This is an optimization exercise on Yosys and OpenROAD, whose aim is small area, a short achievable clock period and few clock cycles, not a production implementation. Function was checked by simulation only, so behaviour that the tests miss may differ from the original. Power is estimated from default activity; no workload was simulated.

alpha:
// rectangle_subtract
module rectangle_subtract (
    input  logic        i_clk,
    input  logic        i_rst_n,
    input  logic        i_rect_valid,
    output logic        o_rect_ready,
    input  logic [15:0] i_rect_x,
    input  logic [15:0] i_rect_y,
    input  logic [15:0] i_rect_width,
    input  logic [15:0] i_rect_height,
    input  logic        i_cfg_valid,
    output logic        o_cfg_ready,
    input  logic [1:0]  i_cfg_index,
    input  logic [15:0] i_cfg_data,
    output logic        o_piece_valid,
    input  logic        i_piece_ready,
    output logic [15:0] o_piece_x,
    output logic [15:0] o_piece_y,
    output logic [15:0] o_piece_width,
    output logic [15:0] o_piece_height,
    output logic [2:0]  o_piece_side,
    output logic        o_piece_last
);
    localparam int IM = 0;
    logic [15:0] r_cx, r_cy, r_cw, r_ch;
    logic [16:0] r_cr, r_cb, cr_s, cb_s;
    logic        r_wr;
    assign o_cfg_ready = 1'b1;
    always_ff @(posedge i_clk) begin
        if (!i_rst_n || (i_cfg_valid && i_cfg_index == 2'd0)) r_cx <= i_rst_n ? i_cfg_data : '0;
        if (!i_rst_n || (i_cfg_valid && i_cfg_index == 2'd1)) r_cy <= i_rst_n ? i_cfg_data : '0;
        if (!i_rst_n || (i_cfg_valid && i_cfg_index == 2'd2)) r_cw <= i_rst_n ? i_cfg_data : '0;
        if (!i_rst_n || (i_cfg_valid && i_cfg_index == 2'd3)) r_ch <= i_rst_n ? i_cfg_data : '0;
    end
    always_ff @(posedge i_clk) begin
        if (r_wr) begin
            r_cr <= cr_s;
            r_cb <= cb_s;
        end
        r_wr <= !i_rst_n || i_cfg_valid;
    end
    logic [16:0] in_rr, in_rb;
    logic        in_top, in_bot, in_left, in_right, in_cont, in_ovl, in_hpos;
    logic        ov_l, ov_t, ov_r, ov_b;
    logic [4:0]  in_pend;
    rs_add #(.N(16), .MODE(IM)) u_rr (.i_a(i_rect_x), .i_b(i_rect_width), .i_cin(1'b0), .o_s(in_rr));
    rs_add #(.N(16), .MODE(IM)) u_rb (.i_a(i_rect_y), .i_b(i_rect_height), .i_cin(1'b0), .o_s(in_rb));
    rs_cmp #(.N(16)) u_top (.i_a(r_cy), .i_b(i_rect_y), .i_ge(1'b0), .o_gt(in_top));
    rs_cmp #(.N(16)) u_lft (.i_a(r_cx), .i_b(i_rect_x), .i_ge(1'b0), .o_gt(in_left));
  ...
Settings: LEC_CHECK=0, CAP_MARGIN=20, CORE_MARGIN=2, CORE_UTILIZATION=40, CTS_BUF_LIST=sky130_fd_sc_hd__clkbuf_8, SETUP_SLACK_MARGIN=1.8, SLEW_MARGIN=20; clock period 5.0 ns.
standard.sh (not shown) runs the stock make flow with config.mk's settings and CLKGATE_MAP_FILE= SYNTH_SCRIPT=/design/flow/synth_recipe.tcl, a recipe that flattens the netlist after the stock synthesis.
==> flow/flow/run.sh <==
#!/bin/bash
# Own layout flow: the standard layout (standard.sh, unchanged synthesis,
# floorplan, power grid, placement, CTS and routing), except that the port
# buffers that global placement inserts on every input and output are plain
# sky130_fd_sc_hd__buf_2 cells instead of the delay-buffer cell buffer_ports
# picks by default. The full output of the run goes to standard.log here;
# each ORFS step's own log is under orfs/logs/.
set -euo pipefail
export BUFFER_PORTS_ARGS="-buffer_cell sky130_fd_sc_hd__buf_2"
bash standard.sh > standard.log 2>&1
Testbench counts of alpha, summed over its fixed seeds: cycles 25,044.
#### Input delta (beta over alpha)
- a change of CORE_UTILIZATION from 40 to 55
- an added CTS_CLUSTER_SIZE of 30
- an added ABC_AREA of 1
[summary]
A main combinational cell family by area after synthesis of simple AND/OR/NAND/NOR gates is what beta shows, while adder cells belongs to alpha.
Detail-routed net length per standard cell on beta is down relative to alpha.
Synthesized cell count: beta and alpha compared, lower one is alpha
Comparing beta and alpha, the higher non-clock buffering overhead in the final layout was measured on beta.
Against alpha, beta comes in 0.15 points higher on XOR/XNOR share of the synthesized area.
The data arrival time of the critical path of beta falls short of that of alpha by 140 ps.
Worst setup slack, beta and alpha, lower one = alpha.
Max overall die height across beta and alpha: alpha
Compared with alpha, beta shows global-route track usage on met2 higher by 13 points.
beta — post-detailed-routing wire length 730 microns lower, alpha as reference
Of beta and alpha, beta shows the higher summed instance area of the synthesized netlist, with alpha below it.


job 4420:
rectangle_subtract again, from the RTL that the note above started with.
export LEC_CHECK = 0
export CAP_MARGIN = 20
export CORE_MARGIN = 2
export CORE_UTILIZATION = 40
export CTS_BUF_LIST = sky130_fd_sc_hd__clkbuf_8
export SETUP_SLACK_MARGIN = 2.0
export SLEW_MARGIN = 20
create_clock -name core_clock -period 5.0 [get_ports {i_clk}]
==> flow/flow/run.sh <==
#!/bin/bash
# Own layout flow: the standard layout (standard.sh, unchanged synthesis,
# floorplan, power grid, placement, CTS and routing), except that the port
# buffers that global placement inserts on every input and output are plain
# sky130_fd_sc_hd__buf_1 cells instead of the delay-buffer cell buffer_ports
# picks by default. The full output of the run goes to standard.log here;
# each ORFS step's own log is under orfs/logs/.
set -euo pipefail
export BUFFER_PORTS_ARGS="-buffer_cell sky130_fd_sc_hd__buf_1"
bash standard.sh > standard.log 2>&1
Testbench counts of job 4420, summed over its fixed seeds: cycles 25,044.
diff inputs: job 4420 => job 7208
Settings: CORE_UTILIZATION now 55, was 40; PLACE_DENSITY now 0.7, previously not set.
--- a/flow/flow/run.sh
+++ b/flow/flow/run.sh
@@ -5 +5 @@
-# sky130_fd_sc_hd__buf_1 cells instead of the delay-buffer cell buffer_ports
+# sky130_fd_sc_hd__buf_2 cells instead of the delay-buffer cell buffer_ports
@@ -9 +9 @@
-export BUFFER_PORTS_ARGS="-buffer_cell sky130_fd_sc_hd__buf_1"
+export BUFFER_PORTS_ARGS="-buffer_cell sky130_fd_sc_hd__buf_2"
==> summary.txt <==
- Going from job 4420 to job 7208, share of cells above drive strength 1 grows by 7.6 points.
- Across both runs, layout-stage area growth over the synthesis result was lower for job 7208 than for job 4420.
- Power per standard cell area went up slightly going from job 4420 to job 7208.
- Job 4420 finished end to end and its layout was clean on timing, DRC and antenna.
- Job 7208 closes out successfully: all stages finished, all timing, DRC and antenna checks passed.
- Compared with job 4420, in job 7208 shortest period the worst path allows now sits lower, effective utilization at floorplan now sits higher, total length of routed met2 wires now sits lower, headroom to the max-slew limit now sits lower, total via count in the routed design now sits higher.
The following lists how job 4444 was set up differently from job 7208:
Settings: PLACE_DENSITY: 0.7 -> unset; SETUP_SLACK_MARGIN: 2.0 -> 2.2; CORE_UTILIZATION: 55 -> 40.
[summary]
Compared with job 7208, in job 4444 met1 layer usage reported by global route shrank by 7.0 points; total iterations of the first detailed-routing run grew by 2. The standard cells in job 4444 occupy more silicon area than those in job 7208 do. Job 4444: net switching power figure is 3.9% higher than what job 7208 reported. Clock tree cell share of total cell area up 0.49 points in job 4444 wrt job 7208.
> inputs changed (job 4444 -> job 7872)
Settings: CORE_UTILIZATION now 65, was 40; SETUP_SLACK_MARGIN now 1.8, was 2.2.
Findings:
In the final design statistics, job 7872 uses fewer standard cells in total than job 4444. In job 7872, the layout overhead on the synthesized area came out 8.6 points below the value in job 4444. In the reports for job 4444 and job 7872, the larger setup slack of the critical path after layout belongs to job 7872. u_rs_serial.r_cur[4] as the first element of the critical path was reported by job 7872, and r_wr by job 4444. Looking at detailed-route wire length, job 7872 sits 10% below job 4444. Job 7872 vs job 4444: area of the die down.
Modified inputs, job 6365 compared to job 7872
Settings: a change of SETUP_SLACK_MARGIN from 1.8 to 2.0; a change of CORE_UTILIZATION from 65 to 40.
--- outcome ---
Of job 6365 and job 7872, job 6365 shows the higher sum of net half-perimeters after detailed placement, with job 7872 below it. On via count, job 6365 does better than job 7872. Timing endpoint of the critical path: u_rs_serial.o_width[14] -> job 6365, r_cr[14] -> job 7872. Where starting DRC count in detailed routing is concerned, job 7872 is outperformed by job 6365.
Here is what was changed in the inputs of job 7562 compared with job 6365.
Settings: swapping 2.0 for 1.8 in SETUP_SLACK_MARGIN; swapping sky130_fd_sc_hd__clkbuf_8 for sky130_fd_sc_hd__clkbuf_4 in CTS_BUF_LIST.
==> comparison <==
Job 7562: maximum number of pins on one net before global-route repair 8 below job 6365
Job 6365 has a higher detailed-placement wirelength estimate than job 7562.
Diff job 6365 -> job 7562: met1 usage has increased, total power consumption of the routed design has decreased, utilization has decreased, aggregate routed wire length has decreased.

==> separate check: timing with driven ports <==
How much do the figures lean on ideal ports? The routed layouts below were timed once more, with nothing changed but the port constraints. Step 1, drivers: a clkbuf_16 drives i_clk and a buf_2 each remaining input, both assumed. Step 2, shift: input delay + t, output delay - t, t = (earliest + latest rising clock arrival at the registers) / 2. This alone moves slack from input paths to output paths. Three values: no drivers, after step 1, after step 2; two values: the first two.
run | t, ns | slack for setup (ns) | slew at the worst register clock pin (ns)
alpha | 0.611 | 1.701 / 1.701 / 1.281 | 0.07 / 0.07
beta | 0.589 | 1.814 / 1.811 / 1.457 | 0.06 / 0.06
job 4420 | 0.591 | 1.638 / 1.638 / 1.315 | 0.06 / 0.06
job 7208 | 0.579 | 1.727 / 1.727 / 1.340 | 0.07 / 0.07
job 4444 | 0.607 | 1.671 / 1.671 / 1.414 | 0.07 / 0.07
job 7872 | 0.595 | 1.723 / 1.723 / 1.260 | 0.07 / 0.07
job 6365 | 0.611 | 1.735 / 1.735 / 1.388 | 0.08 / 0.08
job 7562 | 0.744 | 1.667 / 1.667 / 1.152 | 0.08 / 0.08
After both steps setup and hold are still met in every run listed. For job 7562, which loses most, drivers alone change the setup slack by 0.000 ns; drivers and shift together by -0.515 ns.
